Background: an optimization exercise with open tools, aiming at small area, a short achievable clock period and few clock cycles per item. Do not read the settings as production practice. At most, simulation tests tie the RTL to the original design; equivalence was not proved. Only the layout flow was run in run 1; the RTL was not checked for function there. Power is estimated from default activity; no workload was simulated.

==> flow/design.v <==
`default_nettype none
package bdq_pkg;
   localparam int DEPTH = 16;
   localparam int IDX_W = $clog2(DEPTH);
   localparam int CNT_W = $clog2(DEPTH + 1);
   localparam int WORD_W = 32;
   localparam int MIN_K = 2;
   typedef logic signed [WORD_W-1:0] word_type;
   typedef enum logic [2:0] {
      OP_PUSH_TAIL = 3'd0,
      OP_PUSH_HEAD = 3'd1,
      OP_INSERT_AT = 3'd2,
      OP_POP_TAIL  = 3'd3,
      OP_POP_HEAD  = 3'd4,
      OP_DELETE_AT = 3'd5,
      OP_FIND_MIN  = 3'd6
   } op_type;
   typedef enum logic [1:0] {
      ST_OK    = 2'd0,
      ST_FULL  = 2'd1,
      ST_EMPTY = 2'd2,
      ST_POS   = 2'd3
   } status_type;
   typedef struct packed {
      word_type         result_value;
      logic [IDX_W-1:0] result_position;
      logic [CNT_W-1:0] entry_count;
      logic             is_empty;
      status_type       status;
   } rsp_type;
   typedef struct packed {
      logic             do_ins;      
      logic             do_del;      
      logic             do_min;      
      logic             scan_start;  
      logic             scan_read;   
      logic             scan_cmp;    
      logic             scan_done;   
      logic             strobe;      
      logic [IDX_W-1:0] pos;         
      logic [IDX_W-1:0] slot;        
      logic             wrap;        
      logic [IDX_W-1:0] rd_slot;     
      logic [IDX_W-1:0] cmp_pos;     
      logic [CNT_W-1:0] count;       
      status_type       status;
   } ctl_cmd_type;
endpackage
`default_nettype wire
`default_nettype none
import bdq_pkg::*;
module bdq_ctrl
(
   input  wire logic          clock,
   input  wire logic          reset,
   input  wire logic          start,
   input  wire logic [39:0]   req_in,
   input  wire logic          min_hit,
   input  wire bdq_pkg::word_type rd_word,
   output bdq_pkg::ctl_cmd_type cmd,
   output bdq_pkg::word_type  req_value,
   output logic [IDX_W-1:0]   gm1,
   output logic               busy
);
   bdq_pkg::word_type   val_ff;
   logic                ins_ok_ff;
   logic                del_ok_ff;
   logic                min_ok_ff;
   bdq_pkg::status_type status_ff;
   logic [IDX_W-1:0]    pos_ff;
   logic [IDX_W-1:0]    slot_ff;
   logic                wrap_ff;
   logic                pend_ff;
   logic [IDX_W-1:0]    gm1_ff;
   logic [CNT_W-1:0]    count_ff;
   logic                scan_ff;
   logic [CNT_W-1:0]    rd_left_ff;
   logic [IDX_W-1:0]    rd_slot_ff;
   logic [IDX_W-1:0]    cmp_pos_ff;
   logic                accept;
   logic                fire;
   logic                miss;
   logic                scan_last;
   logic [CNT_W-1:0]    count_in;
   logic [CNT_W-1:0]    count_nx;
   logic [IDX_W-1:0]    gm1_nx;
   assign fire      = pend_ff && !scan_ff;
   assign miss      = fire && min_ok_ff && !min_hit;
   assign scan_last = scan_ff && (rd_left_ff == '0);
   assign busy      = miss || (scan_ff && !scan_last);
   assign accept    = start && !busy;
   always_comb begin
      count_in = count_ff;
      if (ins_ok_ff) begin
         count_in = count_ff + CNT_W'(1);
      end else if (del_ok_ff) begin
         count_in = count_ff - CNT_W'(1);
      end
   end
   assign count_nx = fire ? count_in : count_ff;
   assign gm1_nx   = (fire && ins_ok_ff) ? gm1_ff - IDX_W'(1) : gm1_ff;
   logic [2:0]          op_in;
   logic [CNT_W-1:0]    pos_in;
   logic                is_full;
   logic                is_none;
   logic                ins_ok;
   logic                del_ok;
   logic                min_ok;
   logic                is_ins;
   logic [IDX_W-1:0]    pos_dec;
   bdq_pkg::status_type op_status;
   logic [IDX_W:0]      slot_sum;
   assign op_in  = req_in[39:37];
   assign pos_in = req_in[CNT_W-1:0];
   always_comb begin
      is_full   = count_nx[CNT_W-1];
      is_none   = (count_nx == '0);
      ins_ok    = 1'b0;
      del_ok    = 1'b0;
      min_ok    = 1'b0;
      is_ins    = 1'b0;
      pos_dec   = '0;
      op_status = ST_OK;
      case (op_in)
         OP_PUSH_TAIL, OP_PUSH_HEAD, OP_INSERT_AT: begin
            is_ins = 1'b1;
            if (op_in == OP_PUSH_TAIL) begin
               pos_dec = count_nx[IDX_W-1:0];
            end else if (op_in == OP_INSERT_AT) begin
               pos_dec = pos_in[IDX_W-1:0];
            end
            if (is_full) begin
               op_status = ST_FULL;
            end else if (op_in == OP_INSERT_AT && pos_in > count_nx) begin
               op_status = ST_POS;
            end else begin
               ins_ok = 1'b1;
            end
         end
         OP_POP_TAIL, OP_POP_HEAD, OP_DELETE_AT: begin
            if (op_in == OP_POP_TAIL) begin
               pos_dec = count_nx[IDX_W-1:0] - IDX_W'(1);
            end else if (op_in == OP_DELETE_AT) begin
               pos_dec = pos_in[IDX_W-1:0];
            end
            if (is_none) begin
               op_status = ST_EMPTY;
            end else if (op_in == OP_DELETE_AT && pos_in >= count_nx) begin
               op_status = ST_POS;
            end else begin
               del_ok = 1'b1;
            end
         end
         OP_FIND_MIN: begin
            if (is_none) begin
               op_status = ST_EMPTY;
            end else begin
               min_ok = 1'b1;
            end
         end
         default: begin
            op_status = ST_OK;
         end
      endcase
   end
   assign slot_sum = {1'b0, gm1_nx} + {1'b0, pos_dec} + (IDX_W+1)'(!is_ins);
   always_ff @(posedge clock) begin
      if (accept) begin
         val_ff    <= req_in[36:5];
         ins_ok_ff <= ins_ok;
         del_ok_ff <= del_ok;
         min_ok_ff <= min_ok;
         status_ff <= op_status;
         pos_ff    <= pos_dec;
         slot_ff   <= slot_sum[IDX_W-1:0];
         wrap_ff   <= slot_sum[IDX_W];
      end else if (cmd.scan_read) begin
         val_ff <= rd_word;
      end
   end
   always_ff @(posedge clock) begin
      if (reset) begin
         pend_ff <= 1'b0;
         count_ff <= '0;
         gm1_ff   <= '1;
         scan_ff  <= 1'b0;
      end else begin
         pend_ff  <= accept || (pend_ff && !fire);
         count_ff <= count_nx;
         gm1_ff   <= gm1_nx;
         if (miss) begin
            scan_ff <= 1'b1;
         end else if (scan_last) begin
            scan_ff <= 1'b0;
         end
      end
   end
   always_ff @(posedge clock) begin
      if (miss) begin
         rd_left_ff <= count_ff - CNT_W'(1);
         rd_slot_ff <= slot_ff + IDX_W'(1);
         cmp_pos_ff <= '0;
      end else if (scan_ff && !scan_last) begin
         rd_left_ff <= rd_left_ff - CNT_W'(1);
         rd_slot_ff <= rd_slot_ff + IDX_W'(1);
         cmp_pos_ff <= cmp_pos_ff + IDX_W'(1);
      end
   end
   assign cmd.do_ins     = fire && ins_ok_ff;
   assign cmd.do_del     = fire && del_ok_ff;
   assign cmd.do_min     = fire && min_ok_ff && min_hit;
   assign cmd.scan_start = miss;
   assign cmd.scan_read  = miss || (scan_ff && !scan_last);
   assign cmd.scan_cmp   = scan_ff;
   assign cmd.scan_done  = scan_last;
   assign cmd.strobe     = (fire && !miss) || scan_last;
   assign cmd.pos        = pos_ff;
   assign cmd.slot       = slot_ff;
   assign cmd.wrap       = wrap_ff;
   assign cmd.rd_slot    = scan_ff ? rd_slot_ff : slot_ff;
   assign cmd.cmp_pos    = cmp_pos_ff;
   assign cmd.count      = count_nx;
   assign cmd.status     = fire ? status_ff : ST_OK;
   assign req_value = val_ff;
   assign gm1       = gm1_ff;
endmodule
`default_nettype wire
`default_nettype none
import bdq_pkg::*;
module bdq_datapath
(
   input  wire logic        clock,
   input  wire logic        reset,
   input  wire bdq_pkg::word_type req_value,
   input  wire bdq_pkg::ctl_cmd_type cmd,
   input  wire logic [IDX_W-1:0] gm1,
   output logic             min_hit,
   output bdq_pkg::word_type rd_word,
   output logic             rsp_strobe,
   output bdq_pkg::rsp_type rsp_data
);
   bdq_pkg::word_type cells_ff [DEPTH];
   bdq_pkg::rsp_type  rsp_ff;
   logic              strobe_ff;
   for (genvar g = 0; g < DEPTH; g++) begin : g_cell
      localparam int NEXT = (g + 1) % DEPTH;
      logic ge_gm1;
      logic le_gm1;
      logic ge_slot;
      logic in_ins;
      logic in_del;
      logic take_next;
      logic take_new;
      assign ge_gm1  = (IDX_W'(g) >= gm1);
      assign le_gm1  = (IDX_W'(g) <= gm1);
      assign ge_slot = (IDX_W'(g) >= cmd.slot);
      assign in_ins  = cmd.wrap ? (ge_gm1 || !ge_slot) : (ge_gm1 && !ge_slot);
      assign in_del  = cmd.wrap ? (ge_slot && le_gm1) : (ge_slot || le_gm1);
      assign take_next = (cmd.do_ins && in_ins) || (cmd.do_del && in_del);
      assign take_new  = cmd.do_ins && (IDX_W'(g) == cmd.slot);
      always_ff @(posedge clock) begin
         cells_ff[g] <= ({WORD_W{take_next}} & cells_ff[NEXT]) |
                        ({WORD_W{take_new}} & req_value) |
                        ({WORD_W{!take_next && !take_new}} & cells_ff[g]);
      end
   end
   always_comb begin
      rd_word = '0;
      for (int s = 0; s < DEPTH; s++) begin
         rd_word = rd_word | ({WORD_W{cmd.rd_slot == IDX_W'(s)}} & cells_ff[s]);
      end
   end
   logic [MIN_K-1:0]  lv_ff;
   bdq_pkg::word_type lval_ff [MIN_K];
   logic [IDX_W-1:0]  lpos_ff [MIN_K];
   logic              lall_ff;
   bdq_pkg::word_type x;
   logic [IDX_W-1:0]  xpos;
   logic              offer;
   logic [MIN_K-1:0]  ahead;
   logic [MIN_K-1:0]  hit;
   logic [MIN_K-1:0]  gone;      
   logic              take;
   logic [IDX_W-1:0]  pos_adj [MIN_K];
   assign x     = req_value;
   assign xpos  = cmd.scan_cmp ? cmd.cmp_pos : cmd.pos;
   assign offer = cmd.do_ins || cmd.scan_cmp;
   for (genvar i = 0; i < MIN_K; i++) begin : g_cmp
      assign ahead[i] = lv_ff[i] &&
                        ({!lval_ff[i][WORD_W-1], lval_ff[i][WORD_W-2:0], lpos_ff[i]} <
                         {!x[WORD_W-1], x[WORD_W-2:0], xpos});
      assign hit[i]   = lv_ff[i] && (lpos_ff[i] == cmd.pos);
      if (i == 0) begin : g_gone0
         assign gone[i] = hit[i];
      end else begin : g_gonen
         assign gone[i] = hit[i] || gone[i-1];
      end
      always_comb begin
         pos_adj[i] = lpos_ff[i];
         if (cmd.do_ins && (lpos_ff[i] >= cmd.pos)) begin
            pos_adj[i] = lpos_ff[i] + IDX_W'(1);
         end else if (cmd.do_del && (lpos_ff[i] > cmd.pos)) begin
            pos_adj[i] = lpos_ff[i] - IDX_W'(1);
         end
      end
   end
   assign take    = lall_ff || |(lv_ff & ~ahead);
   assign min_hit = lv_ff[0];
   always_ff @(posedge clock) begin
      if (reset || cmd.scan_start) begin
         lv_ff   <= '0;
         lall_ff <= 1'b1;
      end else if (offer) begin
         if (take) begin
            for (int i = 0; i < MIN_K; i++) begin
               if (!ahead[i]) begin
                  lv_ff[i] <= (i == 0) ? 1'b1 : (ahead[i-1] || lv_ff[i-1]);
               end
            end
         end
         lall_ff <= lall_ff && !lv_ff[MIN_K-1];
      end else if (cmd.do_del) begin
         for (int i = 0; i < MIN_K; i++) begin
            if (gone[i]) begin
               lv_ff[i] <= (i == MIN_K - 1) ? 1'b0 : lv_ff[i+1];
            end
         end
      end
   end
   always_ff @(posedge clock) begin
      for (int i = 0; i < MIN_K; i++) begin
         lpos_ff[i] <= pos_adj[i];
         if (offer && take && !ahead[i]) begin
            if (i == 0 || ahead[i-1]) begin
               lval_ff[i] <= x;
               lpos_ff[i] <= xpos;
            end else begin
               lval_ff[i] <= lval_ff[i-1];
               lpos_ff[i] <= pos_adj[i-1];
            end
         end else if (cmd.do_del && gone[i] && i < MIN_K - 1) begin
            lval_ff[i] <= lval_ff[(i < MIN_K - 1) ? i + 1 : i];
            lpos_ff[i] <= pos_adj[(i < MIN_K - 1) ? i + 1 : i];
         end
      end
   end
   always_ff @(posedge clock) begin
      if (cmd.strobe) begin
         rsp_ff.result_value    <= '0;
         rsp_ff.result_position <= '0;
         if (cmd.do_del) begin
            rsp_ff.result_value    <= rd_word;
            rsp_ff.result_position <= cmd.pos;
         end else if (cmd.do_min) begin
            rsp_ff.result_value    <= lval_ff[0];
            rsp_ff.result_position <= lpos_ff[0];
         end else if (cmd.scan_done) begin
            rsp_ff.result_value    <= ahead[0] ? lval_ff[0] : x;
            rsp_ff.result_position <= ahead[0] ? lpos_ff[0] : xpos;
         end
         rsp_ff.entry_count <= cmd.count;
         rsp_ff.is_empty    <= (cmd.count == '0);
         rsp_ff.status      <= cmd.status;
      end
   end
   always_ff @(posedge clock) begin
      if (reset) begin
         strobe_ff <= 1'b0;
      end else begin
         strobe_ff <= cmd.strobe;
      end
   end
   assign rsp_strobe = strobe_ff;
   assign rsp_data   = rsp_ff;
endmodule
`default_nettype wire
`default_nettype none
import bdq_pkg::*;
module bounded_deque_with_positional_ops
(
   input  wire logic    clock,
   input  wire logic    reset,
   input  wire logic    start,
   output logic         busy,
   input  wire logic [39:0] req_data,
   output logic         rsp_strobe,
   output logic [43:0] rsp_data
);
   bdq_pkg::ctl_cmd_type cmd;
   bdq_pkg::word_type    req_value;
   bdq_pkg::rsp_type     rsp_word;
   logic [IDX_W-1:0]     gm1;
   logic                 min_hit;
   bdq_pkg::word_type    rd_word;
   assign rsp_data = rsp_word;
   bdq_ctrl u_ctrl (
      .clock     (clock),
      .reset     (reset),
      .start     (start),
      .req_in    (req_data),
      .min_hit   (min_hit),
      .rd_word   (rd_word),
      .cmd       (cmd),
      .req_value (req_value),
      .gm1       (gm1),
      .busy      (busy)
   );
   bdq_datapath u_datapath (
      .clock      (clock),
      .reset      (reset),
      .req_value  (req_value),
      .cmd        (cmd),
      .gm1        (gm1),
      .min_hit    (min_hit),
      .rd_word    (rd_word),
      .rsp_strobe (rsp_strobe),
      .rsp_data   (rsp_word)
   );
endmodule
`default_nettype wire
==> flow/run.sh <==
#!/bin/bash
# synth_recipe.tcl (not shown) runs the flow's synth.tcl, then flattens the netlist and writes it again
# the make line also repeats each setting of config.mk as NAME=value (left out here)
make -C /OpenROAD-flow-scripts/flow DESIGN_CONFIG=/design/flow/config.mk WORK_HOME=/design/flow/orfs CLKGATE_MAP_FILE= SYNTH_SCRIPT=/design/flow/synth_recipe.tcl finish
==> flow/config.mk <==
export PLATFORM = sky130hd
export DESIGN_NAME = bounded_deque_with_positional_ops
export DESIGN_NICKNAME = bounded_deque_with_positional_ops
export VERILOG_FILES = /design/flow/design.v
export SDC_FILE = /design/flow/constraint.sdc
export NUM_CORES = 4
export LEC_CHECK = 0
export CAP_MARGIN = 20
export CORE_MARGIN = 2
export CORE_UTILIZATION = 40
export PLACE_DENSITY = 0.6
export SETUP_SLACK_MARGIN = 2.8
export SLEW_MARGIN = 20
export TNS_END_PERCENT = 10
==> flow/constraint.sdc <==
create_clock -name core_clock -period 6.0 [get_ports {clock}]
set_input_delay 1.2000 -clock core_clock [delete_from_list [all_inputs] [get_ports {clock}]]
set_output_delay 1.2000 -clock core_clock [all_outputs]
set_load 0.01 [all_outputs]
==> metrics.md, run 1 <==
| Metric | Value |
|---|---|
| Period utilization | `57.5%` |
| Maximum buffer depth of the clock tree | `3` |
| Reg-to-reg endpoint | `u_datapath.cells_ff[4][7]` |
| Critical Path End Type | `flip-flop` |
| GP Congestion | `0.895` |
| Die area | `0.0886 sq mm` |
| Syn-to-layout area delta | `17.6%` |
| Post-Syn Nets | `3810` |
| Die Y | `298 um` |
| TritonCTS clock tree | `yes` |
| Worst Skew | `0.0370 ns` |
| Main synth FF type | `dfxtp_1` |
| GRT Util Overall | `33.9%` |
| Core Area | `0.0853 sq mm` |
| First-pass GRT wire length | `222000 um` |
| VDD IR max | `0.219 mV` |
| Drt via density | `6.70` |
| Rows | `107` |
| PwrDens | `420 mW/mm^2` |
| Detailed placement HPWL | `89100 um` |
| Max Slew Vio Count | `0` |
| HP Start | `u_datapath.cells_ff[5][20]` |
| Worst-skew pair later-pin latency | `0.67 ns` |
| Combinational power share | `27.5%` |
| Internal Pwr Total | `10.8 mW` |
| Chip width | `298 um` |
| Synth cell types | `83` |
| Hold WC Path Type | `flip-flop to flip-flop` |
| Sw frac | `36.8%` |
| Startpoint types | `flip-flop` |
| H-tree levels | `3` |
| P_leak | `17.2 nW` |
| Initial core utilization | `40.4%` |
| Largest net degree at the start of global routing | `59` |
| Final hold vios | `0` |
| Slew HR | `29.4%` |
| Clk sinks | `702` |
| Design Power | `17.0 mW` |
| # hold bufs at CTS | `0` |
| Worst-case reg-to-reg path depth | `7` |
| DRC Markers | `0` |
| Starting DRT DRC Count | `5701` |
| Setup WS pre-CTS | `1.54 ns` |
| Ys Warns | `7` |
| Max Cap Viol | `0` |
| R2r startpoint | `u_ctrl.scan_ff` |
| RSZ-0062 raised after global routing | `yes` |
| Port Buf Inserts | `88` |
| Clock Tree Root | `clkbuf_16` |
| Final Critical Period | `3.45 ns` |
| DRT antenna net count | `0` |
| CTS buffer count | `77` |
| Total grt overflow | `0` |
| R2r setup slk | `2.55 ns` |
| Number of I/O pins | `89` |
| Final Core Density | `47.5%` |
| Mapped Cells | `3664` |
| Clock power share | `27.4%` |
| Critical path class | `flip-flop to flip-flop` |
| Synthesized area per cell | `9.41 sq um` |
| Antenna violations before repair | `6` |
| Sw Pwr | `6.27 mW` |
| Crit path DAT | `4.02 ns` |
| Vias | `33.0k` |
| Hold EP | `u_datapath.cells_ff[5][20]` |
| F_max | `290 MHz` |
| First-pass DRT Iterations | `9` |
| Post-synth ARST share | `0%` |
| Crit path required time | `6.57 ns` |
| EDFF count, synth | `163` |
| Register area share after synthesis | `45.5%` |
| Clock slew at reported path FFs | `0.06 ns` |
| Outcome | `no timing/DRC/antenna violations` |
| WL final | `157000 um` |
| Worst Hold Slack | `0.455 ns` |
| FF+latch count, synth | `702` |
| Mapped Area | `0.0345 sq mm` |
| Final worst slack | `2.55 ns` |
| Layout net count | `3878` |
| WHS Path Cells | `2` |
| DR WL/cell | `31.8 um` |
| Setup TNS Final | `0 ns` |
| Sequential power share | `45.2%` |
| Endpoints failing setup | `0` |
| Layout cell share with drive strength beyond 1 | `14.4%` |
| Vias in the first global route | `30.6k` |
| Slew @ Worst Pin | `1.06 ns` |
| Filler cells | `7961` |
| Critical path fanouts, max | `42` |
==> routing by layer <==
metal | global-route usage, % | share of wire, % | vias up
li1 | - | - | 13900
met1 | 43.1 | 37 | 15800
met2 | 51.1 | 42 | 2675
met3 | 9.14 | 13 | 708
met4 | 21.1 | 7.4 | 2
met5 | 0 | 0.0083 | -
==> worst max path at each step <==
stage | from | endpoint | slack, ns | depth (start not counted)
after floorplan | u_ctrl.scan_ff | u_datapath.lpos_ff[1][1] | 2.39 | 12
after global placement | u_ctrl.val_ff[27] | u_datapath.lval_ff[0][24] | 1.57 | 9
after detailed placement | u_ctrl.val_ff[27] | u_datapath.lval_ff[0][24] | 1.54 | 9
after CTS | u_ctrl.rd_left_ff[0] | busy | 2.51 | 8
after global routing | u_ctrl.val_ff[30] | u_datapath.lval_ff[0][30] | 2.51 | 13
final | u_ctrl.scan_ff | u_datapath.cells_ff[4][7] | 2.55 | 7
==> metrics by stage <==
| stage | instance area (sq um) | cells |
|---|---|---|
| floorplan | 34500 | 3664 |
| global placement | 36800 | 4690 |
| detailed placement | 36800 | 4690 |
| CTS | 40000 | 4890 |
| global route | 40500 | 4933 |
| finish | 40500 | 4935 |
==> synth_stat cells (all sizes together), types with 19 or more instances <==
master	count	share of area [%]
edfxtp	163	14
inv	81	0.88
a222oi	23	0.67
a22oi	459	10
a22o	147	3.7
o21ai	83	1.2
nor4	19	0.36
clkbuf	247	2.7
a21o	108	2.4
mux2	58	2.2
a221o	163	4.7
nand3	27	0.39
nand2	709	7.7
a21oi	75	1.2
buf	85	1.4
ha	101	3.7
dfxtp	539	31
nor2	92	1.0
nor3	19	0.28
and3	53	0.96
nor2b	109	2.0
a221oi	34	0.92
a211oi	28	0.67
nand4	40	0.73
==> sequential cells by signal, indices dropped and copies added, names as in the netlist <==
name / flops
u_ctrl.count_ff: 5
u_ctrl.slot_ff: 4
u_ctrl.val_ff: 32
u_ctrl.rd_left_ff: 5
u_ctrl.wrap_ff: 1
u_ctrl.pos_ff: 4
u_datapath.lval_ff: 64
u_ctrl.ins_ok_ff: 1
u_ctrl.pend_ff: 1
u_datapath.rsp_ff: 44
u_datapath.lpos_ff: 8
u_ctrl.status_ff: 2
u_ctrl.cmp_pos_ff: 4
u_ctrl.min_ok_ff: 1
u_ctrl.rd_slot_ff: 4
u_datapath.cells_ff: 512
u_datapath.lv_ff: 2
u_ctrl.scan_ff: 1
u_datapath.lall_ff: 1
u_ctrl.gm1_ff: 4
u_ctrl.del_ok_ff: 1
u_datapath.strobe_ff: 1
==> cells by family after synthesis <==
group	count (synthesis)	synth area share [%]
multiplexers	70	2.53
XOR/XNOR	19	0.483
buffers and inverters	413	4.95
AND/OR/NAND/NOR	1144	15.0
adder cells (fa/ha/maj)	119	4.25
flip-flops	702	45.5
AO/OA/AOI/OAI	1197	27.3
==> repair_timing <==
action / 4_1_cts / 5_1_grt
setup buffers: 61 / 41
gates resized for setup: 52 / 44
gates cloned: 3 / 2
pin swaps: 16 / 19
setup endpoints to repair: 619 / 602
==> worst max-delay path, cell delays in order, from the launching register on <==
cell,delay (ns)
dfxtp_4,0.44
buf_12,0.18
nand3b_1,0.16
buf_4,0.66
o22a_2,0.69
nor2b_4,0.25
buf_4,0.66
a221o_1,0.26
==> final cells by class <==
cell class | instances | area (sq um) | share of cell area [%]
clock inverter | 23 | 195 | 0.482
timing repair buffer | 318 | 2820 | 6.95
tap | 1144 | 1430 | 3.53
inverter | 81 | 313 | 0.772
sequential | 702 | 15700 | 38.7
clock buffer | 113 | 2230 | 5.49
antenna | 2 | 5.00 | 0.0123
multi-input combinational | 2552 | 17900 | 44.1
==> power by group through the flow <==
stage	Clock [mW]	Combinational [mW]	Sequential, mW
floorplan	0	2.84	7.23
global placement	0	3.86	7.93
detailed placement	0	3.93	7.92
CTS	4.65	4.37	7.60
global route	4.83	4.95	7.81
finish	4.66	4.67	7.69
==> cells in the final DEF, fill, tap and decap left out, types with 9 or more instances in the layout <==
| master | n |
|---|---|
| nand2_1 | 705 |
| dfxtp_1 | 536 |
| a22oi_1 | 442 |
| buf_4 | 210 |
| a221o_1 | 163 |
| edfxtp_1 | 163 |
| a22o_1 | 147 |
| a21o_1 | 107 |
| nor2b_1 | 104 |
| ha_1 | 99 |
| clkdlybuf4s50_1 | 87 |
| clkbuf_16 | 79 |
| inv_1 | 73 |
| nor2_1 | 70 |
| o21ai_0 | 70 |
| a21oi_1 | 65 |
| and3_1 | 53 |
| nand4_1 | 40 |
| mux2_2 | 32 |
| a221oi_1 | 31 |
| mux2_4 | 26 |
| nand3_1 | 25 |
| a211oi_1 | 24 |
| nor2_4 | 23 |
| a222oi_1 | 23 |
| clkbuf_1 | 21 |
| a22oi_2 | 17 |
| a31oi_1 | 16 |
| maj3_1 | 16 |
| and2_1 | 14 |
| nor3_1 | 14 |
| or3_1 | 13 |
| xnor2_1 | 12 |
| clkbuf_8 | 12 |
| nand3b_1 | 11 |
| buf_12 | 11 |
| o21a_1 | 10 |
| nor4_1 | 10 |
| clkinv_2 | 10 |
| mux2i_1 | 9 |
==> run 2: changes to the inputs <==
--- a/flow/design.v
+++ b/flow/design.v
@@ -41,7 +41,6 @@
       logic [IDX_W-1:0] slot;        
       logic             wrap;        
       logic [IDX_W-1:0] rd_slot;     
-      logic [IDX_W-1:0] cmp_pos;     
       logic [CNT_W-1:0] count;       
       status_type       status;
    } ctl_cmd_type;
@@ -76,7 +75,6 @@
    logic                scan_ff;
    logic [CNT_W-1:0]    rd_left_ff;
    logic [IDX_W-1:0]    rd_slot_ff;
-   logic [IDX_W-1:0]    cmp_pos_ff;
    logic                accept;
    logic                fire;
    logic                miss;
@@ -101,37 +99,78 @@
    assign gm1_nx   = (fire && ins_ok_ff) ? gm1_ff - IDX_W'(1) : gm1_ff;
    logic [2:0]          op_in;
    logic [CNT_W-1:0]    pos_in;
+   logic                fired_ins;
+   logic                fired_del;
    logic                is_full;
    logic                is_none;
    logic                ins_ok;
    logic                del_ok;
    logic                min_ok;
-   logic                is_ins;
+   logic                ins_bad;
+   logic                del_bad;
    logic [IDX_W-1:0]    pos_dec;
    bdq_pkg::status_type op_status;
+   logic [IDX_W:0]      tsum_ff;
+   logic [IDX_W:0]      tsum_nx;
+   logic [IDX_W-1:0]    base_ins;
+   logic [IDX_W:0]      base_del;
+   logic [IDX_W:0]      sum_ins_at;
+   logic [IDX_W:0]      sum_del_at;
    logic [IDX_W:0]      slot_sum;
-   assign op_in  = req_in[39:37];
-   assign pos_in = req_in[CNT_W-1:0];
+   assign op_in     = req_in[39:37];
+   assign pos_in    = req_in[CNT_W-1:0];
+   assign fired_ins = fire && ins_ok_ff;
+   assign fired_del = fire && del_ok_ff;
+   always_comb begin
+      tsum_nx = tsum_ff;
+      if (fired_ins) begin
+         if (gm1_ff == '0) begin
+            tsum_nx = tsum_ff + (IDX_W+1)'(DEPTH);
+         end
+      end else if (fired_del) begin
+         tsum_nx = tsum_ff - (IDX_W+1)'(1);
+      end
+   end
+   assign base_ins   = fired_ins ? gm1_ff - IDX_W'(1) : gm1_ff;
+   assign base_del   = !fired_ins ? {1'b0, gm1_ff} + (IDX_W+1)'(1) :
+                       (gm1_ff == '0) ? (IDX_W+1)'(DEPTH) : {1'b0, gm1_ff};
+   assign sum_ins_at = {1'b0, base_ins} + {1'b0, pos_in[IDX_W-1:0]};
+   assign sum_del_at = base_del + {1'b0, pos_in[IDX_W-1:0]};
+   always_comb begin
+      if (fired_ins) begin
+         ins_bad = (pos_in > count_ff + CNT_W'(1));
+         del_bad = (pos_in > count_ff);
+      end else if (fired_del) begin
+         ins_bad = (pos_in >= count_ff);
+         del_bad = (pos_in >= count_ff - CNT_W'(1));
+      end else begin
+         ins_bad = (pos_in > count_ff);
+         del_bad = (pos_in >= count_ff);
+      end
+   end
    always_comb begin
       is_full   = count_nx[CNT_W-1];
       is_none   = (count_nx == '0);
       ins_ok    = 1'b0;
       del_ok    = 1'b0;
       min_ok    = 1'b0;
-      is_ins    = 1'b0;
       pos_dec   = '0;
+      slot_sum  = base_del;
       op_status = ST_OK;
       case (op_in)
          OP_PUSH_TAIL, OP_PUSH_HEAD, OP_INSERT_AT: begin
-            is_ins = 1'b1;
             if (op_in == OP_PUSH_TAIL) begin
-               pos_dec = count_nx[IDX_W-1:0];
-            end else if (op_in == OP_INSERT_AT) begin
-               pos_dec = pos_in[IDX_W-1:0];
+               pos_dec  = count_nx[IDX_W-1:0];
+               slot_sum = tsum_nx;
+            end else if (op_in == OP_PUSH_HEAD) begin
+               slot_sum = {1'b0, base_ins};
+            end else begin
+               pos_dec  = pos_in[IDX_W-1:0];
+               slot_sum = sum_ins_at;
             end
             if (is_full) begin
                op_status = ST_FULL;
-            end else if (op_in == OP_INSERT_AT && pos_in > count_nx) begin
+            end else if (op_in == OP_INSERT_AT && ins_bad) begin
                op_status = ST_POS;
             end else begin
                ins_ok = 1'b1;
@@ -139,13 +178,15 @@
          end
          OP_POP_TAIL, OP_POP_HEAD, OP_DELETE_AT: begin
             if (op_in == OP_POP_TAIL) begin
-               pos_dec = count_nx[IDX_W-1:0] - IDX_W'(1);
+               pos_dec  = count_nx[IDX_W-1:0] - IDX_W'(1);
+               slot_sum = tsum_nx;
             end else if (op_in == OP_DELETE_AT) begin
-               pos_dec = pos_in[IDX_W-1:0];
+               pos_dec  = pos_in[IDX_W-1:0];
+               slot_sum = sum_del_at;
             end
             if (is_none) begin
                op_status = ST_EMPTY;
-            end else if (op_in == OP_DELETE_AT && pos_in >= count_nx) begin
+            end else if (op_in == OP_DELETE_AT && del_bad) begin
                op_status = ST_POS;
             end else begin
                del_ok = 1'b1;
@@ -163,7 +204,6 @@
          end
       endcase
    end
-   assign slot_sum = {1'b0, gm1_nx} + {1'b0, pos_dec} + (IDX_W+1)'(!is_ins);
    always_ff @(posedge clock) begin
       if (accept) begin
          val_ff    <= req_in[36:5];
@@ -176,6 +216,7 @@
          wrap_ff   <= slot_sum[IDX_W];
       end else if (cmd.scan_read) begin
          val_ff <= rd_word;
+         pos_ff <= miss ? '0 : pos_ff + IDX_W'(1);
       end
    end
    always_ff @(posedge clock) begin
@@ -183,11 +224,13 @@
          pend_ff <= 1'b0;
          count_ff <= '0;
          gm1_ff   <= '1;
+         tsum_ff  <= (IDX_W+1)'(DEPTH - 1);
          scan_ff  <= 1'b0;
       end else begin
          pend_ff  <= accept || (pend_ff && !fire);
          count_ff <= count_nx;
          gm1_ff   <= gm1_nx;
+         tsum_ff  <= tsum_nx;
          if (miss) begin
             scan_ff <= 1'b1;
          end else if (scan_last) begin
@@ -199,11 +242,9 @@
       if (miss) begin
          rd_left_ff <= count_ff - CNT_W'(1);
          rd_slot_ff <= slot_ff + IDX_W'(1);
-         cmp_pos_ff <= '0;
       end else if (scan_ff && !scan_last) begin
          rd_left_ff <= rd_left_ff - CNT_W'(1);
          rd_slot_ff <= rd_slot_ff + IDX_W'(1);
-         cmp_pos_ff <= cmp_pos_ff + IDX_W'(1);
       end
    end
    assign cmd.do_ins     = fire && ins_ok_ff;
@@ -218,7 +259,6 @@
    assign cmd.slot       = slot_ff;
    assign cmd.wrap       = wrap_ff;
    assign cmd.rd_slot    = scan_ff ? rd_slot_ff : slot_ff;
-   assign cmd.cmp_pos    = cmp_pos_ff;
    assign cmd.count      = count_nx;
    assign cmd.status     = fire ? status_ff : ST_OK;
    assign req_value = val_ff;
@@ -283,7 +323,7 @@
    logic              take;
    logic [IDX_W-1:0]  pos_adj [MIN_K];
    assign x     = req_value;
-   assign xpos  = cmd.scan_cmp ? cmd.cmp_pos : cmd.pos;
+   assign xpos  = cmd.pos;
    assign offer = cmd.do_ins || cmd.scan_cmp;
    for (genvar i = 0; i < MIN_K; i++) begin : g_cmp
       assign ahead[i] = lv_ff[i] &&
--- a/flow/config.mk
+++ b/flow/config.mk
@@ -9,6 +9,6 @@
 export CORE_MARGIN = 2
 export CORE_UTILIZATION = 40
 export PLACE_DENSITY = 0.6
-export SETUP_SLACK_MARGIN = 2.8
+export SETUP_SLACK_MARGIN = 3.2
 export SLEW_MARGIN = 20
 export TNS_END_PERCENT = 10
==> metrics.md, run 2 <==
| Metric | Value |
|---|---|
| Endpoints failing setup | `0 (unchanged)` |
| Ys Warns | `7 (unchanged)` |
| Crit path required time | `6.35 ns (was 6.57 ns)` |
| Max Slew Vio Count | `0 (unchanged)` |
| WL final | `157000 um (about the same)` |
| FF+latch count, synth | `703 (was 702)` |
| P_leak | `17.3 nW (was 17.2 nW)` |
| Post-synth ARST share | `0% (unchanged)` |
| Critical path class | `flip-flop to flip-flop (unchanged)` |
| Startpoint types | `flip-flop (unchanged)` |
| Post-synth top cells | `976 x nand2_1, 547 x a22oi_1, 540 x dfxtp_1 (was 709 x nand2_1, 539 x dfxtp_1, 454 x a22oi_1)` |
| Most frequent cells in the layout | `968 x nand2_1, 546 x a22oi_1, 533 x dfxtp_1 (was 705 x nand2_1, 536 x dfxtp_1, 442 x a22oi_1)` |
| Largest delay share family, worst path | `simple AND/OR/NAND/NOR gates (was buffers and inverters)` |
| Max reg flops | `512 (unchanged)` |
| PwrDens | `406 mW/mm^2 (was 420 mW/mm^2)` |
| Clock Tree Root | `clkbuf_16 (unchanged)` |
| DRT antenna net count | `0 (unchanged)` |
| Post-Syn Nets | `3967 (was 3810)` |
| Crit path DAT | `3.79 ns (was 4.02 ns)` |
| Final hold vios | `0 (unchanged)` |
| Most frequent cell after synthesis | `nand2_1 (unchanged)` |
| CTS buffer count | `78 (was 77)` |
| Buf+Inv Stages, Crit Path | `3 (unchanged)` |
| Worst Hold Slack | `0.458 ns (was 0.455 ns)` |
| Register area share after synthesis | `45.7% (was 45.5%)` |
| Rows | `107 (unchanged)` |
| # hold bufs at CTS | `0 (unchanged)` |
| Setup WS pre-CTS | `1.19 ns (was 1.54 ns)` |
| Worst-path cell chain | `inv_2, ha_4, nand2_4, nor2_4, nand4_1, a211oi_4, o31a_1, a21oi_2, or3_4, buf_12, nand2_8, clkbuf_16 (was buf_12, nand3b_1, buf_4, o22a_2, nor2b_4, buf_4, a221o_1)` |
| GP Congestion | `0.927 (was 0.895)` |
| Design Power | `17.1 mW (was 17.0 mW)` |
| Mapped Area | `0.0344 sq mm (was 0.0345 sq mm)` |
| DRC Markers | `0 (unchanged)` |
| WHS Path Cells | `2 (unchanged)` |
| Initial core utilization | `40.4% (about the same)` |
| Worst-skew pair later-pin latency | `0.64 ns (was 0.67 ns)` |
| Worst Skew | `0.0379 ns (was 0.0370 ns)` |
| Port Buf Inserts | `88 (unchanged)` |
| Setup TNS Final | `0 ns (unchanged)` |
| Total grt overflow | `0 (unchanged)` |
| Core Area | `0.0851 sq mm (was 0.0853 sq mm)` |
| GRT Util Overall | `33.7% (was 33.9%)` |
| EDFF count, synth | `163 (unchanged)` |
| Dominant cell type by area after synthesis | `dfxtp_1 (unchanged)` |
| Final Critical Period | `3.44 ns (was 3.45 ns)` |
| H-tree levels | `3 (unchanged)` |
| Slowest CP cell | `or3_4 (was o22a_2)` |
| RSZ-0062 raised after global routing | `yes (unchanged)` |
| Critical path fanouts, max | `7 (was 42)` |
| First-pass DRT Iterations | `10 (was 9)` |
| Synthesized area per cell | `9.02 sq um (was 9.41 sq um)` |
| Biggest regs | `u_datapath.cells_ff: 512 flops, u_datapath.lval_ff: 64 flops, u_datapath.rsp_ff: 44 flops (unchanged)` |
| Main synth FF type | `dfxtp_1 (unchanged)` |
| Slew HR | `16.7% (was 29.4%)` |
| Layout cell share with drive strength beyond 1 | `17.7% (was 14.4%)` |
| Most common cell after layout, fill and taps aside | `nand2_1 (unchanged)` |
| TritonCTS clock tree | `yes (unchanged)` |
| Top reg by flops | `u_datapath.cells_ff (unchanged)` |
| Slew @ Worst Pin | `1.25 ns (was 1.06 ns)` |
| Critical Path End Type | `flip-flop (unchanged)` |
| Clock slew at reported path FFs | `0.06 ns (about the same)` |
| First-pass GRT wire length | `221000 um (was 222000 um)` |
| Critical Path Max Stage Delay | `0.48 ns (was 0.69 ns)` |
| Chip width | `297 um (was 298 um)` |
| CP Depth | `12 (was 7)` |
| Yosys top cell area share | `31.4% (was 31.3%)` |
| Drt via density | `6.62 (was 6.70)` |
| Die area | `0.0884 sq mm (was 0.0886 sq mm)` |
| Vias | `34.1k (was 33.0k)` |
| Mapped Cells | `3813 (was 3664)` |
| Clk sinks | `703 (was 702)` |
| Outcome | `no timing/DRC/antenna violations (unchanged)` |
| Period utilization | `57.4% (was 57.5%)` |
| Vias in the first global route | `31.7k (was 30.6k)` |
| Final worst slack | `2.56 ns (was 2.55 ns)` |
| Synth cell types | `72 (was 83)` |
| Syn-to-layout area delta | `22.8% (was 17.6%)` |
| Largest net degree at the start of global routing | `46 (was 59)` |
| Starting DRT DRC Count | `5650 (was 5701)` |
| Worst-case reg-to-reg path depth | `12 (was 7)` |
| Max Cap Viol | `0 (unchanged)` |
| Die Y | `297 um (was 298 um)` |
| DR WL/cell | `30.4 um (was 31.8 um)` |
| Layout net count | `4108 (was 3878)` |
| Antenna violations before repair | `0 (was 6)` |
| Maximum buffer depth of the clock tree | `3 (unchanged)` |
| F_max | `291 MHz (was 290 MHz)` |
| Detailed placement HPWL | `87900 um (was 89100 um)` |
| VDD IR max | `0.236 mV (was 0.219 mV)` |
| Hold WC Path Type | `flip-flop to flip-flop (unchanged)` |
| Synth top area cells | `dfxtp_1 31%, edfxtp_1 14%, a22oi_1 12% (was dfxtp_1 31%, edfxtp_1 14%, a22oi_1 9.9%)` |
| Number of I/O pins | `89 (unchanged)` |
## run 2: cell types whose count changed in the layout (fill, tap and decap cells not counted), moves of 22 or more
cell / change
nand4_1: -22
a221o_1: -40
and3_1: -46
a222oi_1: +24
nor3_1: +32
a22oi_1: +104
nand2_1: +263
nor2_4: +22
a22o_1: -86
a21o_1: -95
mux2_2: +41
nor2b_1: -31
## run 2: through the flow
| step | std cells | utilization (%) | cell area [sq um] |
|---|---|---|---|
| floorplan | 3813 | - | 34400 |
| global placement | 4826 | 43.2 | 36800 |
| detailed placement | 4827 | 43.2 | 36800 |
| CTS | 5128 | 49.0 | 41700 |
| global route | 5157 | 49.6 | 42300 |
| finish | 5158 | 49.6 | 42300 |
## run 2: cell families (layout without fill, tap and decap cells)
family	count (synthesis)	count (layout)	synth area share, %
other	0	1	0
adder cells (fa/ha/maj)	130	130	4.63
multiplexers	118	118	3.80
AO/OA/AOI/OAI	1077	1077	24.0
buffers and inverters	406	605	4.64
AND/OR/NAND/NOR	1345	1346	16.4
flip-flops	703	703	45.7
XOR/XNOR	34	34	0.866
## run 2: worst reg2reg max path, cell delays in order, from the launching register on
cell       delay [ns]
edfxtp_1         0.42
inv_2            0.09
ha_4             0.28
nand2_4          0.06
nor2_4           0.17
nand4_1          0.37
a211oi_4         0.41
o31a_1           0.27
a21oi_2          0.08
or3_4            0.48
buf_12           0.19
nand2_8          0.14
clkbuf_16        0.20
## run 2: layout make-up
cell class	instances	area [sq um]
multi-input cells	2705	18400
clock inverters	23	216
fillers	7769	42900
well taps	1144	1430
diodes	1	2.50
inverters	81	312
flip-flops and latches	703	15700
repair buffers	385	3870
clock buffers	116	2260
## run 2: power by group
part           switching, mW  internal, mW
sequential              1.32          6.39
clock                   2.11          2.68
combinational           2.79          1.85
## run 2: what timing repair did
action / in CTS / in global routing
setup buffers: 148 / 25
gates cloned: 14 / 3
gates resized for setup: 224 / 74
hold endpoints to repair: 0 / 0
setup endpoints to repair: 748 / 693
pin swaps: 59 / 22
## run 2: worst paths after layout
path | endpoint | startpoint | slack (ns)
hold / removal | u_datapath.cells_ff[14][10] | u_datapath.cells_ff[14][10] | 0.46
setup reg to reg | u_datapath.lval_ff[0][13] | u_ctrl.val_ff[22] | 2.56
setup / recovery | u_datapath.lval_ff[0][13] | u_ctrl.val_ff[22] | 2.56
hold reg to reg | u_datapath.cells_ff[14][10] | u_datapath.cells_ff[14][10] | 0.46
## run 2: layer usage
metal | global-route usage (%) | up-vias | routed length [um] | share of wire, %
met5 | 0.812 | - | 84 | 0.054
met4 | 20.6 | 2 | 10600 | 6.7
met3 | 9.73 | 681 | 20700 | 13
met2 | 51.2 | 2747 | 67500 | 43
met1 | 42.1 | 16400 | 58100 | 37
li1 | - | 14400 | - | -
Testbench counts of run 2, summed over its fixed seeds: cycles 8,712, items 8,000.
==> run 3: changes to the inputs <==
--- a/flow/design.v
+++ b/flow/design.v
@@ -41,7 +41,6 @@
       logic [IDX_W-1:0] slot;        
       logic             wrap;        
       logic [IDX_W-1:0] rd_slot;     
-      logic [CNT_W-1:0] count;       
       status_type       status;
    } ctl_cmd_type;
 endpackage
@@ -59,6 +58,7 @@
    output bdq_pkg::ctl_cmd_type cmd,
    output bdq_pkg::word_type  req_value,
    output logic [IDX_W-1:0]   gm1,
+   output logic [CNT_W-1:0]   count,
    output logic               busy
 );
    bdq_pkg::word_type   val_ff;
@@ -82,8 +82,8 @@
    logic [CNT_W-1:0]    count_in;
    logic [CNT_W-1:0]    count_nx;
    logic [IDX_W-1:0]    gm1_nx;
-   assign fire      = pend_ff && !scan_ff;
-   assign miss      = fire && min_ok_ff && !min_hit;
+   assign fire      = pend_ff;
+   assign miss      = min_ok_ff && !min_hit;
    assign scan_last = scan_ff && (rd_left_ff == '0);
    assign busy      = miss || (scan_ff && !scan_last);
    assign accept    = start && !busy;
@@ -95,8 +95,8 @@
          count_in = count_ff - CNT_W'(1);
       end
    end
-   assign count_nx = fire ? count_in : count_ff;
-   assign gm1_nx   = (fire && ins_ok_ff) ? gm1_ff - IDX_W'(1) : gm1_ff;
+   assign count_nx = count_in;
+   assign gm1_nx   = ins_ok_ff ? gm1_ff - IDX_W'(1) : gm1_ff;
    logic [2:0]          op_in;
    logic [CNT_W-1:0]    pos_in;
    logic                fired_ins;
@@ -119,8 +119,8 @@
    logic [IDX_W:0]      slot_sum;
    assign op_in     = req_in[39:37];
    assign pos_in    = req_in[CNT_W-1:0];
-   assign fired_ins = fire && ins_ok_ff;
-   assign fired_del = fire && del_ok_ff;
+   assign fired_ins = ins_ok_ff;
+   assign fired_del = del_ok_ff;
    always_comb begin
       tsum_nx = tsum_ff;
       if (fired_ins) begin
@@ -205,18 +205,21 @@
       endcase
    end
    always_ff @(posedge clock) begin
-      if (accept) begin
+      if (!cmd.scan_read) begin
          val_ff    <= req_in[36:5];
-         ins_ok_ff <= ins_ok;
-         del_ok_ff <= del_ok;
-         min_ok_ff <= min_ok;
+         ins_ok_ff <= accept && !reset && ins_ok;
+         del_ok_ff <= accept && !reset && del_ok;
+         min_ok_ff <= accept && !reset && min_ok;
          status_ff <= op_status;
          pos_ff    <= pos_dec;
          slot_ff   <= slot_sum[IDX_W-1:0];
          wrap_ff   <= slot_sum[IDX_W];
       end else if (cmd.scan_read) begin
-         val_ff <= rd_word;
-         pos_ff <= miss ? '0 : pos_ff + IDX_W'(1);
+         val_ff    <= rd_word;
+         pos_ff    <= miss ? '0 : pos_ff + IDX_W'(1);
+         ins_ok_ff <= 1'b0;
+         del_ok_ff <= 1'b0;
+         min_ok_ff <= 1'b0;
       end
    end
    always_ff @(posedge clock) begin
@@ -227,7 +230,7 @@
          tsum_ff  <= (IDX_W+1)'(DEPTH - 1);
          scan_ff  <= 1'b0;
       end else begin
-         pend_ff  <= accept || (pend_ff && !fire);
+         pend_ff  <= accept;
          count_ff <= count_nx;
          gm1_ff   <= gm1_nx;
          tsum_ff  <= tsum_nx;
@@ -247,9 +250,9 @@
          rd_slot_ff <= rd_slot_ff + IDX_W'(1);
       end
    end
-   assign cmd.do_ins     = fire && ins_ok_ff;
-   assign cmd.do_del     = fire && del_ok_ff;
-   assign cmd.do_min     = fire && min_ok_ff && min_hit;
+   assign cmd.do_ins     = ins_ok_ff;
+   assign cmd.do_del     = del_ok_ff;
+   assign cmd.do_min     = min_ok_ff && min_hit;
    assign cmd.scan_start = miss;
    assign cmd.scan_read  = miss || (scan_ff && !scan_last);
    assign cmd.scan_cmp   = scan_ff;
@@ -259,10 +262,10 @@
    assign cmd.slot       = slot_ff;
    assign cmd.wrap       = wrap_ff;
    assign cmd.rd_slot    = scan_ff ? rd_slot_ff : slot_ff;
-   assign cmd.count      = count_nx;
-   assign cmd.status     = fire ? status_ff : ST_OK;
+   assign cmd.status     = status_ff;
    assign req_value = val_ff;
    assign gm1       = gm1_ff;
+   assign count     = count_ff;
 endmodule
 `default_nettype wire
 `default_nettype none
@@ -274,6 +277,7 @@
    input  wire bdq_pkg::word_type req_value,
    input  wire bdq_pkg::ctl_cmd_type cmd,
    input  wire logic [IDX_W-1:0] gm1,
+   input  wire logic [CNT_W-1:0] count,
    output logic             min_hit,
    output bdq_pkg::word_type rd_word,
    output logic             rsp_strobe,
@@ -320,7 +324,6 @@
    logic [MIN_K-1:0]  ahead;
    logic [MIN_K-1:0]  hit;
    logic [MIN_K-1:0]  gone;      
-   logic              take;
    logic [IDX_W-1:0]  pos_adj [MIN_K];
    assign x     = req_value;
    assign xpos  = cmd.pos;
@@ -344,65 +347,70 @@
          end
       end
    end
-   assign take    = lall_ff || |(lv_ff & ~ahead);
+   logic new0;     
+   logic new1;     
+   assign new0    = offer && !ahead[0] && (lall_ff || lv_ff[0]);
+   assign new1    = offer && ahead[0] && !ahead[1] && (lall_ff || lv_ff[1]);
    assign min_hit = lv_ff[0];
    always_ff @(posedge clock) begin
       if (reset || cmd.scan_start) begin
          lv_ff   <= '0;
          lall_ff <= 1'b1;
       end else if (offer) begin
-         if (take) begin
-            for (int i = 0; i < MIN_K; i++) begin
-               if (!ahead[i]) begin
-                  lv_ff[i] <= (i == 0) ? 1'b1 : (ahead[i-1] || lv_ff[i-1]);
-               end
-            end
+         if (new0) begin
+            lv_ff <= {lv_ff[0], 1'b1};
+         end else if (new1) begin
+            lv_ff[1] <= 1'b1;
          end
-         lall_ff <= lall_ff && !lv_ff[MIN_K-1];
+         lall_ff <= lall_ff && !lv_ff[1];
       end else if (cmd.do_del) begin
-         for (int i = 0; i < MIN_K; i++) begin
-            if (gone[i]) begin
-               lv_ff[i] <= (i == MIN_K - 1) ? 1'b0 : lv_ff[i+1];
-            end
+         if (gone[0]) begin
+            lv_ff[0] <= lv_ff[1];
          end
-      end
-   end
-   always_ff @(posedge clock) begin
-      for (int i = 0; i < MIN_K; i++) begin
-         lpos_ff[i] <= pos_adj[i];
-         if (offer && take && !ahead[i]) begin
-            if (i == 0 || ahead[i-1]) begin
-               lval_ff[i] <= x;
-               lpos_ff[i] <= xpos;
-            end else begin
-               lval_ff[i] <= lval_ff[i-1];
-               lpos_ff[i] <= pos_adj[i-1];
-            end
-         end else if (cmd.do_del && gone[i] && i < MIN_K - 1) begin
-            lval_ff[i] <= lval_ff[(i < MIN_K - 1) ? i + 1 : i];
-            lpos_ff[i] <= pos_adj[(i < MIN_K - 1) ? i + 1 : i];
+         if (gone[1]) begin
+            lv_ff[1] <= 1'b0;
          end
       end
    end
    always_ff @(posedge clock) begin
-      if (cmd.strobe) begin
-         rsp_ff.result_value    <= '0;
-         rsp_ff.result_position <= '0;
-         if (cmd.do_del) begin
-            rsp_ff.result_value    <= rd_word;
-            rsp_ff.result_position <= cmd.pos;
-         end else if (cmd.do_min) begin
-            rsp_ff.result_value    <= lval_ff[0];
-            rsp_ff.result_position <= lpos_ff[0];
-         end else if (cmd.scan_done) begin
-            rsp_ff.result_value    <= ahead[0] ? lval_ff[0] : x;
-            rsp_ff.result_position <= ahead[0] ? lpos_ff[0] : xpos;
-         end
-         rsp_ff.entry_count <= cmd.count;
-         rsp_ff.is_empty    <= (cmd.count == '0);
-         rsp_ff.status      <= cmd.status;
-      end
-   end
+      lpos_ff[0] <= pos_adj[0];
+      lpos_ff[1] <= pos_adj[1];
+      if (new0) begin
+         lval_ff[0] <= x;
+         lpos_ff[0] <= xpos;
+         lval_ff[1] <= lval_ff[0];
+         lpos_ff[1] <= pos_adj[0];
+      end else if (new1) begin
+         lval_ff[1] <= x;
+         lpos_ff[1] <= xpos;
+      end else if (cmd.do_del && gone[0]) begin
+         lval_ff[0] <= lval_ff[1];
+         lpos_ff[0] <= pos_adj[1];
+      end
+   end
+   logic [WORD_W-1:0] rsp_value_ff;
+   logic [IDX_W-1:0]  rsp_pos_ff;
+   bdq_pkg::status_type rsp_status_ff;
+   always_ff @(posedge clock) begin
+      rsp_value_ff <= '0;
+      rsp_pos_ff   <= '0;
+      if (cmd.do_del) begin
+         rsp_value_ff <= rd_word;
+         rsp_pos_ff   <= cmd.pos;
+      end else if (cmd.do_min) begin
+         rsp_value_ff <= lval_ff[0];
+         rsp_pos_ff   <= lpos_ff[0];
+      end else if (cmd.scan_done) begin
+         rsp_value_ff <= ahead[0] ? lval_ff[0] : x;
+         rsp_pos_ff   <= ahead[0] ? lpos_ff[0] : xpos;
+      end
+      rsp_status_ff <= cmd.status;
+   end
+   assign rsp_ff.result_value    = rsp_value_ff;
+   assign rsp_ff.result_position = rsp_pos_ff;
+   assign rsp_ff.entry_count     = count;
+   assign rsp_ff.is_empty        = (count == '0);
+   assign rsp_ff.status          = rsp_status_ff;
    always_ff @(posedge clock) begin
       if (reset) begin
          strobe_ff <= 1'b0;
@@ -430,6 +438,7 @@
    bdq_pkg::word_type    req_value;
    bdq_pkg::rsp_type     rsp_word;
    logic [IDX_W-1:0]     gm1;
+   logic [CNT_W-1:0]     count;
    logic                 min_hit;
    bdq_pkg::word_type    rd_word;
    assign rsp_data = rsp_word;
@@ -443,6 +452,7 @@
       .cmd       (cmd),
       .req_value (req_value),
       .gm1       (gm1),
+      .count     (count),
       .busy      (busy)
    );
    bdq_datapath u_datapath (
@@ -451,6 +461,7 @@
       .req_value  (req_value),
       .cmd        (cmd),
       .gm1        (gm1),
+      .count      (count),
       .min_hit    (min_hit),
       .rd_word    (rd_word),
       .rsp_strobe (rsp_strobe),
--- a/flow/config.mk
+++ b/flow/config.mk
@@ -7,8 +7,8 @@
 export LEC_CHECK = 0
 export CAP_MARGIN = 20
 export CORE_MARGIN = 2
-export CORE_UTILIZATION = 40
-export PLACE_DENSITY = 0.6
-export SETUP_SLACK_MARGIN = 3.2
+export CORE_UTILIZATION = 45
+export PLACE_DENSITY = 0.65
+export SETUP_SLACK_MARGIN = 3.3
 export SLEW_MARGIN = 20
 export TNS_END_PERCENT = 10
==> metrics.md, run 3 <==
| Metric | Value |
|---|---|
| Outcome | `no timing/DRC/antenna violations (unchanged)` |
| F_max | `320 MHz (was 291 MHz)` |
| Port Buf Inserts | `88 (unchanged)` |
| GRT Util Overall | `41.3% (was 33.7%)` |
| Most frequent cells in the layout | `576 x dfxtp_1, 521 x nand2_1, 319 x a221o_1 (was 968 x nand2_1, 546 x a22oi_1, 533 x dfxtp_1)` |
| DR WL/cell | `35.4 um (was 30.4 um)` |
| Layout cell share with drive strength beyond 1 | `17.5% (was 17.7%)` |
| Drt via density | `7.43 (was 6.62)` |
| Max Cap Viol | `0 (unchanged)` |
| Largest net degree at the start of global routing | `65 (was 46)` |
| Register area share after synthesis | `44.1% (was 45.7%)` |
| Slew HR | `20.3% (was 16.7%)` |
| Most common cell after layout, fill and taps aside | `dfxtp_1 (was nand2_1)` |
| Clock Tree Root | `clkbuf_16 (unchanged)` |
| Yosys top cell area share | `36.9% (was 31.4%)` |
| Antenna violations before repair | `14 (was 0)` |
| Placed insts | `4501 (was 4827)` |
| Hold WC Path Type | `flip-flop to flip-flop (unchanged)` |
| DRT antenna net count | `0 (unchanged)` |
| FF+latch count, synth | `697 (was 703)` |
| Rows | `99 (was 107)` |
| Final hold vios | `0 (unchanged)` |
| GP Congestion | `1.00 (was 0.927)` |
| R2r setup slk | `2.87 ns (was 2.56 ns)` |
| P_leak | `16.1 nW (was 17.3 nW)` |
| Biggest regs | `u_datapath.cells_ff: 512 flops, u_datapath.lval_ff: 64 flops (was u_datapath.cells_ff: 512 flops, u_datapath.lval_ff: 64 flops, u_datapath.rsp_ff: 44 flops)` |
| DRC Markers | `0 (unchanged)` |
| RSZ-0062 raised after global routing | `yes (unchanged)` |
| WL final | `172000 um (was 157000 um)` |
| First-pass GRT wire length | `231000 um (was 221000 um)` |
| Critical Path End Type | `flip-flop (unchanged)` |
| PwrDens | `387 mW/mm^2 (was 406 mW/mm^2)` |
| Most frequent cell after synthesis | `dfxtp_1 (was nand2_1)` |
| Starting DRT DRC Count | `8166 (was 5650)` |
| Clock slew at reported path FFs | `0.06 ns (about the same)` |
| R2r startpoint | `u_datapath.lval_ff[0][21] (was u_ctrl.val_ff[22])` |
| Post-synth ARST share | `0% (unchanged)` |
| Detailed placement HPWL | `93000 um (was 87900 um)` |
| Synth cell types | `82 (was 72)` |
| Worst Skew | `0.0257 ns (was 0.0379 ns)` |
| VDD IR max | `0.225 mV (was 0.236 mV)` |
| Syn-to-layout area delta | `22.8% (about the same)` |
| Synthesized area per cell | `9.11 sq um (was 9.02 sq um)` |
| First-pass DRT Iterations | `13 (was 10)` |
| Reg-to-reg endpoint | `u_datapath.rsp_pos_ff[1] (was u_datapath.lval_ff[0][13])` |
| Met1 Usage GRT | `50.8% (was 42.1%)` |
| Chip width | `277 um (was 297 um)` |
| Startpoint types | `flip-flop (unchanged)` |
| Filler cells | `6342 (was 7769)` |
| Worst-skew pair later-pin latency | `0.66 ns (was 0.64 ns)` |
| Slew @ Worst Pin | `1.19 ns (was 1.25 ns)` |
| Final Critical Period | `3.13 ns (was 3.44 ns)` |
| Clk sinks | `697 (was 703)` |
| Top reg by flops | `u_datapath.cells_ff (unchanged)` |
| Busiest grt layer | `met2 (unchanged)` |
| Crit path DAT | `3.66 ns (was 3.79 ns)` |
| Die Y | `277 um (was 297 um)` |
| Endpoints failing setup | `0 (unchanged)` |
| EDFF count, synth | `80 (was 163)` |
| Mapped Area | `0.0334 sq mm (was 0.0344 sq mm)` |
| Critical Path Start | `u_datapath.lval_ff[0][21] (was u_ctrl.val_ff[22])` |
| CTS buffer count | `73 (was 78)` |
| Synth top area cells | `dfxtp_1 37%, a221o_1 9.5%, edfxtp_1 7.2% (was dfxtp_1 31%, edfxtp_1 14%, a22oi_1 12%)` |
| TritonCTS clock tree | `yes (unchanged)` |
| Crit path to | `u_datapath.rsp_pos_ff[1] (was u_datapath.lval_ff[0][13])` |
| Max reg flops | `512 (unchanged)` |
| Worst-case reg-to-reg path depth | `11 (was 12)` |
| Crit path required time | `6.53 ns (was 6.35 ns)` |
| Vias | `36.0k (was 34.1k)` |
| Core Area | `0.0732 sq mm (was 0.0851 sq mm)` |
| Ys Warns | `6 (was 7)` |
| Main synth FF type | `dfxtp_1 (unchanged)` |
| Critical path fanouts, max | `5 (was 7)` |
| Layout net count | `3972 (was 4108)` |
| Setup TNS Final | `0 ns (unchanged)` |
| Routing usage on met2 | `55.7% (was 51.2%)` |
| Post-Syn Nets | `3825 (was 3967)` |
| Dominant cell type by area after synthesis | `dfxtp_1 (unchanged)` |
| Post-synth top cells | `617 x dfxtp_1, 533 x nand2_1, 319 x a221o_1 (was 976 x nand2_1, 547 x a22oi_1, 540 x dfxtp_1)` |
| Final Core Density | `56.1% (was 49.6%)` |
| Number of I/O pins | `89 (unchanged)` |
| Initial core utilization | `45.7% (was 40.4%)` |
| Period utilization | `52.1% (was 57.4%)` |
| Maximum buffer depth of the clock tree | `3 (unchanged)` |
| Total grt overflow | `0 (unchanged)` |
| Die area | `0.0765 sq mm (was 0.0884 sq mm)` |
| Vias in the first global route | `32.2k (was 31.7k)` |
| Grt met3 use | `19.8% (was 9.73%)` |
| Max Slew Vio Count | `0 (unchanged)` |
| Critical path class | `flip-flop to flip-flop (unchanged)` |
| Non-filler cells in the finished layout | `4839 (was 5158)` |
| H-tree levels | `3 (unchanged)` |
| Mapped Cells | `3670 (was 3813)` |
run 3: area by class of cell:
class                      count  area, sq um  area share [%]
multi-input combinational   2573        18300            44.6
sequential                   697        14900            36.3
timing repair buffer         393         3850            9.37
clock buffer                 111         2180            5.32
tap                          959         1200            2.92
inverter                      78          384           0.935
clock inverter                20          223           0.542
antenna                        7         17.5          0.0426
timing repair inverter         1         7.51          0.0183
run 3: how the worst min path moves through the flow:
stage | from | slack, ns | endpoint | cells after the start
2_1_floorplan | u_ctrl.status_ff[0] | 0.32 | u_datapath.rsp_status_ff[0] | 0
3_3_place_gp | u_ctrl.status_ff[0] | 0.33 | u_datapath.rsp_status_ff[0] | 0
3_5_place_dp | u_ctrl.status_ff[0] | 0.36 | u_datapath.rsp_status_ff[0] | 0
4_1_cts | u_ctrl.status_ff[1] | 0.38 | u_datapath.rsp_status_ff[1] | 0
5_1_grt | u_ctrl.status_ff[0] | 0.38 | u_datapath.rsp_status_ff[0] | 0
6_report | u_ctrl.status_ff[0] | 0.37 | u_datapath.rsp_status_ff[0] | 0
run 3: per-layer routing:
metal  vias up  share of wire (%)
met1     16700                 35
li1      14300                  -
met2      3797                 38
met4        19                9.7
met5         -               0.19
met3      1177                 18
run 3: power by group:
group / internal [mW] / switching (mW)
Clock: 2.65 / 2.04
Combinational: 1.65 / 2.12
Sequential: 6.13 / 1.33
run 3: logic make-up (layout without fill, tap and decap cells):
kind of cell,count (synthesis),in the layout,synth area share (%)
compound gates,1140,1141,27.5
xor+xnor,38,38,0.995
flops,697,697,44.1
simple gates,1240,1252,17.1
buf+inv,413,603,5.12
other cells,0,7,0
mux,16,16,0.494
fa+ha+maj,126,126,4.65
run 3: critical path, cell delays in order (launching register included):
cell	delay, ns
edfxtp_1	0.45
ha_4	0.31
nand4_1	0.16
nor4_4	0.38
nand4_1	0.22
o211a_4	0.34
buf_12	0.14
a32o_4	0.32
and2_4	0.20
buf_12	0.14
buf_16	0.13
a22o_1	0.20
run 3: per-stage QoR:
| stage | hold WS (ns) | power, mW | setup WS (ns) | instance area, sq um |
|---|---|---|---|---|
| floorplan | 0.323 | 9.24 | 2.93 | 33500 |
| global placement | 0.328 | 10.5 | 1.55 | 35500 |
| global route | 0.377 | 16.3 | 2.80 | 41100 |
| detailed placement | 0.361 | 10.6 | 1.48 | 35600 |
| CTS | 0.378 | 15.4 | 2.99 | 39900 |
| finish | 0.374 | 15.9 | 2.87 | 41100 |
run 3: what timing repair did:
item / 4_1_cts / 5_1_grt
hold buffers: 0 / 0
buffers inserted: 116 / 60
endpoints found under the setup margin: 716 / 701
pin swaps: 56 / 37
resized for setup: 214 / 129
gates cloned: 14 / 9
Testbench counts of run 3, summed over its fixed seeds: cycles 8,712, items 8,000.
==> run 4: changes to the inputs <==
--- a/flow/config.mk
+++ b/flow/config.mk
@@ -8,6 +8,8 @@
 export CAP_MARGIN = 20
 export CORE_MARGIN = 2
 export CORE_UTILIZATION = 45
+export CTS_BUF_LIST = sky130_fd_sc_hd__clkbuf_4 sky130_fd_sc_hd__clkbuf_8
+export CTS_CLUSTER_SIZE = 20
 export PLACE_DENSITY = 0.65
 export SETUP_SLACK_MARGIN = 3.3
 export SLEW_MARGIN = 20
==> metrics.md, run 4 <==
| Metric | Value |
|---|---|
| Die area | `0.0765 sq mm (unchanged)` |
| Critical Path End Type | `flip-flop (unchanged)` |
| Routed length on met3 | `30300 um (was 30700 um)` |
| Post-synth ARST share | `0% (unchanged)` |
| Clock slew at reported path FFs | `0.06 ns (about the same)` |
| PwrDens | `390 mW/mm^2 (was 387 mW/mm^2)` |
| Wl on met1 | `59000 um (was 59500 um)` |
| WL final | `170000 um (was 172000 um)` |
| GP Congestion | `1.00 (unchanged)` |
| Simple-gate share of the synthesized area | `17.1% (unchanged)` |
| Placed inst area | `0.0356 sq mm (unchanged)` |
| VDD IR max | `0.224 mV (was 0.225 mV)` |
| Post-Syn Nets | `3825 (unchanged)` |
| Worst Skew | `0.0546 ns (was 0.0257 ns)` |
| Final Critical Period | `3.26 ns (was 3.13 ns)` |
| Slew HR | `14.1% (was 20.3%)` |
| First-pass DRT Iterations | `11 (was 13)` |
| Most common cell after layout, fill and taps aside | `dfxtp_1 (unchanged)` |
| Clk sinks | `697 (unchanged)` |
| DRT antenna net count | `0 (unchanged)` |
| Clock Tree Root | `clkbuf_8 (was clkbuf_16)` |
| RSZ-0062 raised after global routing | `yes (unchanged)` |
| Detailed placement HPWL | `93000 um (unchanged)` |
| DRC Markers | `0 (unchanged)` |
| DR WL/cell | `34.7 um (was 35.4 um)` |
| Outcome | `no timing/DRC/antenna violations (unchanged)` |
| Max Used Layer | `met5 (unchanged)` |
| Ys Warns | `6 (unchanged)` |
| Syn-to-layout area delta | `21.7% (was 22.8%)` |
| Total area of sequential cells | `0.0149 sq mm (about the same)` |
| Largest net degree at the start of global routing | `65 (unchanged)` |
| Rows | `99 (unchanged)` |
| Crit path DAT | `3.94 ns (was 3.66 ns)` |
| Layout net count | `3995 (was 3972)` |
| Synthesized area per cell | `9.11 sq um (unchanged)` |
| Max Slew Vio Count | `0 (unchanged)` |
| HP Start | `u_ctrl.status_ff[0] (unchanged)` |
| Register area share after synthesis | `44.1% (unchanged)` |
| Max reg flops | `512 (unchanged)` |
| Critical path class | `flip-flop to flip-flop (unchanged)` |
| Worst-skew pair later-pin latency | `0.80 ns (was 0.66 ns)` |
| Biggest regs | `u_datapath.cells_ff: 512 flops, u_datapath.lval_ff: 64 flops (unchanged)` |
| Critical Path Start | `u_ctrl.scan_ff (was u_datapath.lval_ff[0][21])` |
| Most frequent cells in the layout | `576 x dfxtp_1, 525 x nand2_1, 319 x a221o_1 (was 576 x dfxtp_1, 521 x nand2_1, 319 x a221o_1)` |
| Setup TNS Final | `0 ns (unchanged)` |
| Layout cell share with drive strength beyond 1 | `18.8% (was 17.5%)` |
| Maximum buffer depth of the clock tree | `3 (unchanged)` |
| Startpoint types | `flip-flop (unchanged)` |
| Number of I/O pins | `89 (unchanged)` |
| Synth cell types | `82 (unchanged)` |
| Mux cell area share after synthesis | `0.494% (unchanged)` |
| Antenna violations before repair | `8 (was 14)` |
| Dominant cell type by area after synthesis | `dfxtp_1 (unchanged)` |
| Synth top area cells | `dfxtp_1 37%, a221o_1 9.5%, edfxtp_1 7.2% (unchanged)` |
| Mapped Area | `0.0334 sq mm (unchanged)` |
| Design Area, Final | `0.0407 sq mm (was 0.0411 sq mm)` |
| Top reg by flops | `u_datapath.cells_ff (unchanged)` |
| FF+latch count, synth | `697 (unchanged)` |
| Endpoints failing setup | `0 (unchanged)` |
| Total grt overflow | `0 (unchanged)` |
| Vias in the first global route | `32.6k (was 32.2k)` |
| Starting DRT DRC Count | `7830 (was 8166)` |
| CTS buffer count | `114 (was 73)` |
| Period utilization | `54.4% (was 52.1%)` |
| EDFF count, synth | `80 (unchanged)` |
| Port Buf Inserts | `88 (unchanged)` |
| Slew @ Worst Pin | `1.29 ns (was 1.19 ns)` |
| Vias | `35.8k (was 36.0k)` |
| Multi-input combinational cell area | `0.0182 sq mm (was 0.0183 sq mm)` |
| Hold WC Path Type | `flip-flop to flip-flop (unchanged)` |
| Max Cap Viol | `0 (unchanged)` |
==> run 4: changes by cell type in the layout (fill, tap and decap cells not counted), moves of 5 or more <==
cell and delta:
clkbuf_16 -79, clkbuf_8 +126, nand2_4 -5, clkbuf_1 -20, clkbuf_4 +44, buf_8 -8, o21ai_0 +6, buf_12 -5
==> run 4: final timing paths <==
path,slack (ns),end,cells past startpoint
hold reg to reg,0.34,u_datapath.rsp_status_ff[0],0
hold / removal,0.34,u_datapath.rsp_status_ff[0],0
setup / recovery,2.74,u_datapath.rsp_value_ff[16],11
setup reg to reg,2.74,u_datapath.rsp_value_ff[16],11
==> run 4: layer usage <==
metal | vias up | track usage [%]
met5 | - | 1.19
met4 | 12 | 30.4
li1 | 14300 | -
met3 | 1125 | 19.5
met2 | 3763 | 56.1
met1 | 16600 | 51.7
==> run 4: power by group <==
group / switching, mW / internal, mW
combinational: 2.10 / 1.62
sequential: 1.33 / 6.13
clock: 2.11 / 2.58
total: 5.54 / 10.3
==> run 4: final cells by class <==
cell class | instances | area share, %
antenna | 6 | 0.0369
clock buffer | 186 | 5.60
clock inverter | 27 | 0.658
inverter | 78 | 0.944
multi-input combinational | 2573 | 44.7
sequential | 697 | 36.6
tap | 959 | 2.95
timing repair buffer | 375 | 8.56
timing repair inverter | 1 | 0.0184
==> run 4: cells by family (layout without fill, tap and decap cells) <==
kind of cell               Yosys count  after routing
and+or+nand+nor                   1240           1252
xor gates and xnor gates            38             38
muxes                               16             16
other                                0              6
DFF                                697            697
AOI/OAI and AO/OA                 1140           1141
adders and majority gates          126            126
buffers and inverters              413            667
==> run 4: worst max-delay path, stage by stage, from the launching register on <==
cell and delay (ns):
dfxtp_4 0.40, buf_6 0.20, nand2b_1 0.17, o22a_4 0.32, buf_4 0.37, nor2_2 0.06
buf_4 0.32, a22o_1 0.27, a221oi_1 0.23, nand4_1 0.17, a22o_1 0.40, a21o_1 0.23
==> run 4: metrics by stage <==
stage,hold WS (ns),util [%],setup slack [ns],std cells
6_report,0.336,55.6,2.74,4902
5_1_grt,0.354,55.6,2.81,4897
2_1_floorplan,0.323,-,2.93,3670
4_1_cts,0.359,54.7,2.93,4851
3_3_place_gp,0.328,48.6,1.55,4500
3_5_place_dp,0.361,48.6,1.48,4501
==> run 4: what timing repair did <==
| item | in CTS | in global routing |
|---|---|---|
| setup buffers | 123 | 41 |
| setup endpoints to repair | 723 | 722 |
| pin swaps | 52 | 14 |
| gates cloned | 14 | 4 |
| resized for setup | 215 | 51 |
